Background: an optimization exercise with open tools, aiming at a short achievable clock period and few clock cycles. Do not read the settings as production practice.
The RTL of this run was laid out without a check of its function.
Power and IR drop assume default switching activity.

**flow/config.mk**
```make
export PLATFORM = sky130hd
export DESIGN_NAME = mips
export DESIGN_NICKNAME = mips
export VERILOG_FILES = /design/flow/design.v
export SDC_FILE = /design/flow/constraint.sdc
export NUM_CORES = 4
export LEC_CHECK = 0
export ABC_CLOCK_PERIOD_IN_PS = 2500
export CAP_MARGIN = 20
export CORE_MARGIN = 2
export CORE_UTILIZATION = 40
export PLACE_DENSITY = 0.6
export SETUP_SLACK_MARGIN = 5
export SLEW_MARGIN = 20
```
**flow/constraint.sdc**
```tcl
create_clock -name core_clock -period 8.0 [get_ports {clk_i}]
set_input_delay 1.6000 -clock core_clock [delete_from_list [all_inputs] [get_ports {clk_i}]]
set_output_delay 1.6000 -clock core_clock [all_outputs]
set_load 0.01 [all_outputs]
```
**flow/design.v**
```verilog
package mipsPkg;
	localparam int xlen = 32;
	localparam int regAddrW = 5;
	localparam int pcW = 10;
	typedef logic [xlen-1:0] wordT;
	typedef logic [regAddrW-1:0] regIdxT;
	typedef logic [pcW-1:0] pcT;
	localparam logic [5:0] opRType = 6'h00;
	localparam logic [5:0] opBeq   = 6'h04;
	localparam logic [5:0] opAddiu = 6'h09;
	localparam logic [5:0] opOri   = 6'h0d;
	localparam logic [5:0] opLui   = 6'h0f;
	localparam logic [5:0] opLw    = 6'h23;
	localparam logic [5:0] opSw    = 6'h2b;
	localparam logic [5:0] fnAddu = 6'h21;
	localparam logic [5:0] fnSubu = 6'h23;
	localparam logic [5:0] fnAnd  = 6'h24;
	localparam logic [5:0] fnOr   = 6'h25;
	localparam logic [5:0] fnSlt  = 6'h2a;
	typedef struct packed {
		logic regWrite;   
		logic useRs;
		logic useRt;      
		logic storeRt;    
		logic immB;       
		logic zextImm;
		logic luiImm;     
		logic dstIsRd;
		logic isLoad;
		logic isStore;
		logic isBranch;   
		logic isJump;     
		logic opAdd;
		logic opSub;
		logic opAnd;
		logic opOr;
		logic opSlt;
	} ctrlT;
endpackage
`timescale 1ns/1ps
module decoder (
	input mipsPkg::wordT instr_i,
	output mipsPkg::ctrlT ctrl_o
);
	logic [5:0] op;
	logic [5:0] fn;
	assign op = instr_i[31:26];
	assign fn = instr_i[5:0];
	always_comb begin
		ctrl_o = '0;
		case (op)
			mipsPkg::opRType: begin
				case (fn)
					mipsPkg::fnAddu: ctrl_o.opAdd = 1'b1;
					mipsPkg::fnSubu: ctrl_o.opSub = 1'b1;
					mipsPkg::fnAnd: ctrl_o.opAnd = 1'b1;
					mipsPkg::fnOr: ctrl_o.opOr = 1'b1;
					mipsPkg::fnSlt: ctrl_o.opSlt = 1'b1;
					default: ;
				endcase
				if (fn == mipsPkg::fnAddu || fn == mipsPkg::fnSubu || fn == mipsPkg::fnAnd
						|| fn == mipsPkg::fnOr || fn == mipsPkg::fnSlt) begin
					ctrl_o.regWrite = 1'b1;
					ctrl_o.dstIsRd = 1'b1;
					ctrl_o.useRs = 1'b1;
					ctrl_o.useRt = 1'b1;
				end
			end
			mipsPkg::opAddiu: begin
				ctrl_o.regWrite = 1'b1;
				ctrl_o.useRs = 1'b1;
				ctrl_o.immB = 1'b1;
				ctrl_o.opAdd = 1'b1;
			end
			mipsPkg::opOri: begin
				ctrl_o.regWrite = 1'b1;
				ctrl_o.useRs = 1'b1;
				ctrl_o.immB = 1'b1;
				ctrl_o.zextImm = 1'b1;
				ctrl_o.opOr = 1'b1;
			end
			mipsPkg::opLui: begin
				ctrl_o.regWrite = 1'b1;
				ctrl_o.immB = 1'b1;
				ctrl_o.luiImm = 1'b1;
				ctrl_o.opOr = 1'b1;
			end
			mipsPkg::opLw: begin
				ctrl_o.regWrite = 1'b1;
				ctrl_o.useRs = 1'b1;
				ctrl_o.immB = 1'b1;
				ctrl_o.opAdd = 1'b1;
				ctrl_o.isLoad = 1'b1;
			end
			mipsPkg::opSw: begin
				ctrl_o.useRs = 1'b1;
				ctrl_o.storeRt = 1'b1;
				ctrl_o.immB = 1'b1;
				ctrl_o.opAdd = 1'b1;
				ctrl_o.isStore = 1'b1;
			end
			mipsPkg::opBeq: begin
				if (instr_i[25:21] == instr_i[20:16]) begin
					ctrl_o.isJump = 1'b1;
				end else begin
					ctrl_o.isBranch = 1'b1;
					ctrl_o.useRs = 1'b1;
					ctrl_o.useRt = 1'b1;
				end
			end
			default: ;
		endcase
	end
endmodule
`timescale 1ns/1ps
module regFile (
	input logic clk_i,
	input logic rstN_i,
	input mipsPkg::regIdxT rdAddrA_i,
	input mipsPkg::regIdxT rdAddrB_i,
	input logic wrEn_i,
	input mipsPkg::regIdxT wrAddr_i,
	input mipsPkg::wordT wrData_i,
	output mipsPkg::wordT rdDataA_o,
	output mipsPkg::wordT rdDataB_o
);
	mipsPkg::wordT regs [1:(2**mipsPkg::regAddrW)-1];
	always_ff @(posedge clk_i) begin
		if (!rstN_i) begin
			for (int i = 1; i < 2**mipsPkg::regAddrW; i++)
				regs[i] <= '0;
		end else if (wrEn_i && wrAddr_i != '0) begin
			regs[wrAddr_i] <= wrData_i;
		end
	end
	assign rdDataA_o = (rdAddrA_i == 5'd0) ? 32'd0 : regs[rdAddrA_i];
	assign rdDataB_o = (rdAddrB_i == 5'd0) ? 32'd0 : regs[rdAddrB_i];
endmodule
`timescale 1ns/1ps
module hazardUnit (
	input logic exLoad_i,
	input mipsPkg::regIdxT exDst_i,
	input logic idValid_i,
	input logic useRs_i,
	input logic useRt_i,
	input mipsPkg::regIdxT rs_i,
	input mipsPkg::regIdxT rt_i,
	output logic stall_o
);
	assign stall_o = exLoad_i && idValid_i && exDst_i != 5'd0
		&& ((useRs_i && exDst_i == rs_i) || (useRt_i && exDst_i == rt_i));
endmodule
`timescale 1ns/1ps
module forwardUnit (
	input mipsPkg::regIdxT src_i,
	input mipsPkg::wordT regVal_i,
	input logic exWr_i,
	input mipsPkg::regIdxT exDst_i,
	input logic memWr_i,
	input mipsPkg::regIdxT memDst_i,
	input mipsPkg::wordT memVal_i,
	input logic wbWr_i,
	input mipsPkg::regIdxT wbDst_i,
	input mipsPkg::wordT wbVal_i,
	output mipsPkg::wordT val_o,
	output logic fwdEx_o
);
	logic nz;
	assign nz = (src_i != 5'd0);
	assign fwdEx_o = nz && exWr_i && exDst_i == src_i;
	always_comb begin
		if (nz && memWr_i && memDst_i == src_i)
			val_o = memVal_i;
		else if (nz && wbWr_i && wbDst_i == src_i)
			val_o = wbVal_i;
		else
			val_o = regVal_i;
	end
endmodule
`timescale 1ns/1ps
module alu (
	input logic opAdd_i,
	input logic opSub_i,
	input logic opAnd_i,
	input logic opOr_i,
	input logic opSlt_i,
	input mipsPkg::wordT srcA_i,
	input mipsPkg::wordT srcB_i,
	output mipsPkg::wordT result_o
);
	logic sub;
	mipsPkg::wordT sum;
	logic lt;
	assign sub = opSub_i | opSlt_i;
	assign sum = srcA_i + (srcB_i ^ {32{sub}}) + {31'd0, sub};
	assign lt = (srcA_i[31] ^ srcB_i[31]) ? srcA_i[31] : sum[31];
	assign result_o = ({32{opAdd_i | opSub_i}} & sum)
		| ({32{opAnd_i}} & (srcA_i & srcB_i))
		| ({32{opOr_i}} & (srcA_i | srcB_i))
		| {31'd0, opSlt_i & lt};
endmodule
`timescale 1ns/1ps
module mips (
	input logic clk_i,
	input logic rstN_i,
	input logic [31:0] instr_i,
	input logic [31:0] dataRd_i,
	output logic [31:0] pcO_o,
	output logic memWrite_o,
	output logic [31:0] memAddr_o,
	output logic [31:0] memWdata_o
);
	mipsPkg::pcT pc;
	logic idValid;
	mipsPkg::wordT idInstr;
	mipsPkg::pcT idPc1;
	logic exRegWrite;
	logic exLoad;
	logic exStore;
	logic exBranch;
	logic exAdd;
	logic exSub;
	logic exAnd;
	logic exOr;
	logic exSlt;
	logic exFwdA;
	logic exFwdB;
	logic exFwdS;
	mipsPkg::regIdxT exDst;
	mipsPkg::wordT exA;
	mipsPkg::wordT exB;
	mipsPkg::wordT exS;
	mipsPkg::pcT exTarget;
	logic memRegWrite;
	logic memLoad;
	logic memStore;
	mipsPkg::regIdxT memDst;
	mipsPkg::wordT memRes;
	mipsPkg::wordT memSdata;
	logic wbRegWrite;
	mipsPkg::regIdxT wbDst;
	mipsPkg::wordT wbVal;
	mipsPkg::ctrlT dec;
	mipsPkg::regIdxT rs;
	mipsPkg::regIdxT rt;
	mipsPkg::regIdxT dst;
	mipsPkg::wordT rsReg;
	mipsPkg::wordT rtReg;
	mipsPkg::wordT rsVal;
	mipsPkg::wordT rtVal;
	logic fwdRs;
	logic fwdRt;
	mipsPkg::wordT imm;
	mipsPkg::pcT idTarget;
	logic stall;
	logic idJump;
	mipsPkg::wordT memVal;
	mipsPkg::wordT opA;
	mipsPkg::wordT opB;
	mipsPkg::wordT aluRes;
	logic exTaken;
	assign pcO_o = {20'd0, pc, 2'b00};
	always_ff @(posedge clk_i) begin
		if (!rstN_i)
			pc <= '0;
		else if (exTaken)
			pc <= exTarget;
		else if (idJump)
			pc <= idTarget;
		else if (!stall)
			pc <= pc + 10'd1;
	end
	always_ff @(posedge clk_i) begin
		if (!rstN_i || exTaken || idJump)
			idValid <= 1'b0;
		else if (!stall)
			idValid <= 1'b1;
	end
	always_ff @(posedge clk_i) begin
		if (!stall) begin
			idInstr <= instr_i;
			idPc1 <= pc + 10'd1;
		end
	end
	assign rs = idInstr[25:21];
	assign rt = idInstr[20:16];
	decoder uDecoder (.instr_i(idInstr), .ctrl_o(dec));
	assign dst = dec.dstIsRd ? idInstr[15:11] : rt;
	assign imm = dec.luiImm ? {idInstr[15:0], 16'd0}
		: dec.zextImm ? {16'd0, idInstr[15:0]}
		: {{16{idInstr[15]}}, idInstr[15:0]};
	assign idTarget = idPc1 + idInstr[9:0];
	assign idJump = idValid && dec.isJump && !exTaken;
	regFile uRegFile (
		.clk_i(clk_i),
		.rstN_i(rstN_i),
		.rdAddrA_i(rs),
		.rdAddrB_i(rt),
		.wrEn_i(wbRegWrite),
		.wrAddr_i(wbDst),
		.wrData_i(wbVal),
		.rdDataA_o(rsReg),
		.rdDataB_o(rtReg)
	);
	assign memVal = memLoad ? dataRd_i : memRes;
	forwardUnit uFwdRs (
		.src_i(rs), .regVal_i(rsReg),
		.exWr_i(exRegWrite), .exDst_i(exDst),
		.memWr_i(memRegWrite), .memDst_i(memDst), .memVal_i(memVal),
		.wbWr_i(wbRegWrite), .wbDst_i(wbDst), .wbVal_i(wbVal),
		.val_o(rsVal), .fwdEx_o(fwdRs)
	);
	forwardUnit uFwdRt (
		.src_i(rt), .regVal_i(rtReg),
		.exWr_i(exRegWrite), .exDst_i(exDst),
		.memWr_i(memRegWrite), .memDst_i(memDst), .memVal_i(memVal),
		.wbWr_i(wbRegWrite), .wbDst_i(wbDst), .wbVal_i(wbVal),
		.val_o(rtVal), .fwdEx_o(fwdRt)
	);
	hazardUnit uHazard (
		.exLoad_i(exLoad),
		.exDst_i(exDst),
		.idValid_i(idValid),
		.useRs_i(dec.useRs),
		.useRt_i(dec.useRt | dec.storeRt),
		.rs_i(rs),
		.rt_i(rt),
		.stall_o(stall)
	);
	always_ff @(posedge clk_i) begin
		if (!rstN_i || exTaken || stall || !idValid) begin
			exRegWrite <= 1'b0;
			exLoad <= 1'b0;
			exStore <= 1'b0;
			exBranch <= 1'b0;
		end else begin
			exRegWrite <= dec.regWrite && dst != 5'd0;
			exLoad <= dec.isLoad;
			exStore <= dec.isStore;
			exBranch <= dec.isBranch;
		end
	end
	always_ff @(posedge clk_i) begin
		exAdd <= dec.opAdd;
		exSub <= dec.opSub;
		exAnd <= dec.opAnd;
		exOr <= dec.opOr;
		exSlt <= dec.opSlt;
		exFwdA <= fwdRs && dec.useRs;
		exFwdB <= fwdRt && dec.useRt;
		exFwdS <= fwdRt;
		exDst <= dst;
		exA <= dec.luiImm ? 32'd0 : rsVal;
		exB <= dec.immB ? imm : rtVal;
		exS <= rtVal;
		exTarget <= idTarget;
	end
	assign opA = exFwdA ? memRes : exA;
	assign opB = exFwdB ? memRes : exB;
	alu uAlu (
		.opAdd_i(exAdd), .opSub_i(exSub), .opAnd_i(exAnd), .opOr_i(exOr), .opSlt_i(exSlt),
		.srcA_i(opA), .srcB_i(opB), .result_o(aluRes)
	);
	assign exTaken = exBranch && (opA == opB);
	always_ff @(posedge clk_i) begin
		if (!rstN_i) begin
			memRegWrite <= 1'b0;
			memLoad <= 1'b0;
			memStore <= 1'b0;
		end else begin
			memRegWrite <= exRegWrite;
			memLoad <= exLoad;
			memStore <= exStore;
		end
	end
	always_ff @(posedge clk_i) begin
		memDst <= exDst;
		memRes <= aluRes;
		memSdata <= exFwdS ? memRes : exS;
	end
	assign memWrite_o = memStore;
	assign memAddr_o = memRes;
	assign memWdata_o = memSdata;
	always_ff @(posedge clk_i) begin
		if (!rstN_i)
			wbRegWrite <= 1'b0;
		else
			wbRegWrite <= memRegWrite;
	end
	always_ff @(posedge clk_i) begin
		wbDst <= memDst;
		wbVal <= memVal;
	end
endmodule
```
**flow/run.sh**
```bash
#!/bin/bash
# synth_recipe.tcl (not shown) runs the flow's synth.tcl, then flattens the netlist and writes it again
# the make line also repeats each setting of config.mk as NAME=value (left out here)
make -C /OpenROAD-flow-scripts/flow DESIGN_CONFIG=/design/flow/config.mk WORK_HOME=/design/flow/orfs CLKGATE_MAP_FILE= SYNTH_SCRIPT=/design/flow/synth_recipe.tcl finish
```
==> impl_summary.txt <==
----------------------------------------------------
[Status]
  Run status ... no timing/DRC/antenna violations

[STA]
  Final critical-path required period ... 3320 ps
  Worst hold margin ... 400 ps
  Unrepaired setup endpoints after global routing ... yes
  Slew at the pin closest to its max-slew limit ... 1130 ps
  Setup TNS ... 0 ps
  Fmax achieved ... 301 MHz
  Count of endpoints failing setup in the final report ... 0
  Max-slew headroom ... 24.4%
  Worst Clk Skew ... 20.2 ps
  Count of final hold-check violations ... 0
  Fin crit share ... 41.5%
  Number of slew-limit violations in the final report ... 0

[Clock tree]
  Root buf cell ... clkbuf_16
  Clock network latency to the later pin of the worst-skew pair ... 800 ps
  TritonCTS clock tree ... built
  # H-tree levels ... 4
  Num CTS Buffers ... 142
  Clock Tree Buf Depth ... 3
  Number of sinks handled by clock tree synthesis ... 1320
  Cts hold-fix bufs ... 0
  Worst-path clk slew ... 60 ps

[Setup path]
  Beginning of the critical path ... exFwdB$_DFF_P_
  Type of the worst setup path ... flip-flop to flip-flop
  Capture point of the critical path ... memRes[20]$_DFF_P_
  Max incr delay on CP ... 390 ps
  Critical path fanouts, max ... 7
  Number of cells on the worst reg-to-reg path ... 14
  Buffer and inverter count on the worst path ... 4
  Capture point of the worst reg-to-reg path ... memRes[20]$_DFF_P_
  Cell at the slowest stage of the critical path ... dfxtp_4
  Setup crit end kind ... flip-flop
  Minimum setup slack among reg-to-reg paths ... 4680 ps
  Kind of start point of the critical path ... flip-flop
  Arrival time of the worst setup path ... 3940 ps
  Reg2Reg Launch Point ... exFwdB$_DFF_P_
  Critical path depth in cells ... 14
  Endpoint required time on the critical path ... 8620 ps
  Cells traversed along the worst timing path ... buf_12, mux2_4, mux2i_4, fa_2, a211oi_2, o211ai_1, a211oi_2, nor2_4, buf_12, a21oi_4, buf_4, buf_6, xor2_2, o221ai_2
  Cell family with most CP delay ... compound AO/OA/AOI/OAI gates

[Drt]
  DRC violations left ... 0
  Per-cell routed wire length ... 31.4 um
  Number of nets still failing antenna checks after routing ... 0
  Number of DRC violations after detailed-routing iteration 0 ... 5504
  Pre-antenna DRT Iters ... 5
  WL final ... 232000 um
  Via-per-instance ratio ... 5.95
  DR vias ... 43853

[Global routing]
  Total global-route track usage ... 25.8%
  Maximum number of pins on one net before global-route repair ... 65
  Via count of the first global-routing pass ... 43150
  First-pass GRT wire length ... 320000 um
  Antenna violations before repair ... 14
  Overflow left after global routing ... 0

[Synthesis]
  Sequential cell area fraction in the yosys report ... 53.8%
  Share of synthesized flip-flops with an asynchronous set or reset ... 0%
  Post-synthesis instance area ... 68900 sq um
  Synth Warn # ... 4
  Synth unique cells ... 73
  Leading cell types by total area after synthesis ... edfxtp_1 46%, mux4_2 21%, and2_1 9.1%
  Register bit count reported by yosys ... 1320
  Synthesized netlist cell count ... 4764
  Proportion of netlist area held by the largest area contributor ... 46.4%
  Average size of a mapped cell ... 14.5 sq um
  Ys flop type ... edfxtp_1
  Number of flops mapped to enable cells by yosys ... 1066
  Most area-hungry cell type in the Yosys netlist ... edfxtp_1

[Final layout]
  Number of diodes ... 0
  Number of fillers in the final layout ... 14511
  Fraction of layout instances using a drive strength above 1 ... 31.8%
  Count of nets after finishing ... 5132
  Final instance area ... 81800 sq um
  Area growth, synth to finish ... 18.7%

[Die]
  Std-Cell Core Area ... 171000 sq um
  Effective utilization at floorplan ... 40.2%
  I/O pins ... 163
  Width of the chip ... 419 um
  Die Outline Area ... 176000 sq um
  Die span in y ... 419 um
  # rows ... 152

[Power]
  Sequential group share of total power ... 46.7%
  Internal power summed over all cells ... 12.6 mW
  Clock network fraction of total power ... 38.3%
  Comb power frac ... 15.1%
  Switching fraction of total power ... 26.1%
  Switching power ... 4.44 mW
  Peak VDD IR ... 226 uV
  Static power due to leakage ... 29.7 nW
  Total power density per cell area ... 208 nW/um^2

[Job]
  Total of max-cap violations ... 0

[Placed design]
  Global placement routability congestion ... 0.867
  Total of buffers placed on input and output ports ... 140
  Detailed placement HPWL ... 133000 um
  Cell area after placement ... 73400 sq um

[Worst hold path]
  Class of the tightest hold or removal check ... flip-flop to flip-flop

----------------------------------------------------
## cells in the final DEF, fill, tap and decap left out, types with 28 or more instances in the layout
master              n
nor2_1            143
nor3_1             53
edfxtp_1         1066
a211oi_1           30
buf_4             222
nor2_4             42
mux2i_1            46
clkbuf_1           40
clkdlybuf4s50_1    64
a21oi_1            76
xor2_1             52
mux4_2            640
mux2_2             86
mux2i_2            30
o21ai_4            31
ha_1               92
clkbuf_16         159
dfxtp_4            44
inv_1              84
mux2i_4            41
o221ai_1           30
buf_2              32
buf_16             37
xnor2_1            59
o21ai_0            28
buf_12             33
dfxtp_1           191
conb_1             54
nand2_1           131
and2_1            998
## cell type report
type                    count  area, sq um  area share [%]
well taps                2310         2890            3.53
inverters                  85          324           0.396
flip-flops and latches   1320        37300            45.6
repair buffers            458         5110            6.24
clock inverters            54          508           0.621
clock buffers             194         3940            4.81
multi-input cells        2953        31800            38.9
## stage by stage
stage	power, mW	std cells	util, %	worst slack, ps
2_1_floorplan	9.39	4817	-	4870
3_3_place_gp	10.2	6915	42.7	3860
5_1_grt	17.5	7374	47.8	4570
6_report	17.0	7374	47.8	4680
4_1_cts	16.9	7297	46.9	4760
3_5_place_dp	10.2	6924	42.8	3820
## logic make-up (layout without fill, tap and decap cells)
family | after synthesis | in the layout | share of synthesized area [%]
AOI/OAI and AO/OA | 334 | 334 | 3.14
xor gates and xnor gates | 116 | 116 | 1.47
adders and majority gates | 106 | 106 | 1.95
buffers and inverters | 551 | 791 | 3.25
DFF | 1320 | 1320 | 53.8
muxes | 847 | 847 | 24.1
other | 1 | 54 | 0.00544
and+or+nand+nor | 1489 | 1496 | 12.3
## synthesized netlist by cell type (all sizes together), types with 5 or more instances
library cell / number
edfxtp: 1066
and2: 1002
mux4: 640
clkbuf: 344
dfxtp: 254
nor2: 187
nand2: 138
buf: 122
mux2i: 117
ha: 104
mux2: 90
o21ai: 86
a21oi: 85
inv: 85
xnor2: 60
xor2: 56
nor3: 55
a211oi: 38
o221ai: 32
a22oi: 19
nand3: 19
o211ai: 17
a21o: 15
nand4: 15
nor4: 15
a21boi: 10
and3: 10
nor2b: 8
nand2b: 5
nor3b: 5
or2: 5
or4: 5
## state kept, by name, summed over array words and instances, names as in the netlist, 10 cells and up, named ones only
| name | count |
|---|---|
| uRegFile.regs | 1024 |
| exA | 32 |
| exB | 32 |
| exS | 32 |
| idInstr | 32 |
| memRes | 32 |
| memSdata | 32 |
| wbVal | 32 |
| exTarget | 10 |
| idPc1 | 10 |
| pc | 10 |
## what timing repair did
action	in CTS	in global routing
pin swaps	47	46
gates cloned	22	15
resized for setup	540	121
endpoints found under the setup margin	604	297
buffers inserted	103	60
## worst min path at each step
stage	depth (start not counted)	endpoint	from	slack, ps
finish	0	wbDst[2]$_DFF_P_	memDst[2]$_DFF_P_	400
CTS	0	wbDst[0]$_DFF_P_	memDst[0]$_DFF_P_	400
floorplan	0	wbDst[0]$_DFF_P_	memDst[0]$_DFF_P_	370
global placement	0	wbDst[3]$_DFF_P_	memDst[3]$_DFF_P_	390
detailed placement	0	wbDst[2]$_DFF_P_	memDst[2]$_DFF_P_	380
global route	0	wbDst[0]$_DFF_P_	memDst[0]$_DFF_P_	410
## power by group through the flow
| stage | Sequential, mW | Combinational, mW | Clock (mW) |
|---|---|---|---|
| 2_1_floorplan | 7.98 | 1.41 | 0 |
| 3_3_place_gp | 8.09 | 2.11 | 0 |
| 3_5_place_dp | 8.10 | 2.12 | 0 |
| 4_1_cts | 7.94 | 2.39 | 6.60 |
| 5_1_grt | 7.98 | 2.69 | 6.84 |
| 6_report | 7.95 | 2.57 | 6.52 |
## routing by layer
layer / wire [um] / GRT usage, %
met1: 90900 / 34.6
met2: 109000 / 40.9
met3: 24000 / 6.23
met4: 8230 / 8.99
met5: 41 / 0

-- afterwards: timing with drivers on the ports --
The flow's constraints put no driver on any port. The routed layout listed below was extracted and timed again, unchanged, in two steps. Step 1 assumes that a clkbuf_16 drives the clock port and a buf_2 every other input. Step 2 adds t to the input delays and takes it off the output delays; t is the mean of the earliest and latest rising clock arrival at the registers after step 1. Input paths then give back, and output paths get back, about the clock's delay inside the block. Slacks: no drivers / after step 1 / after step 2; pairs: no drivers / after step 1.
t, ns: 0.869
setup WS [ns]: 4.683 / 4.683 / 4.141
worst register clock-pin slew, ns: 0.07 / 0.07
worst slew at a driven data input, ns: 0.06
After both steps this run still meets setup and hold. The setup slack of this run moves by 0.000 ns with the drivers and by -0.542 ns with both steps.
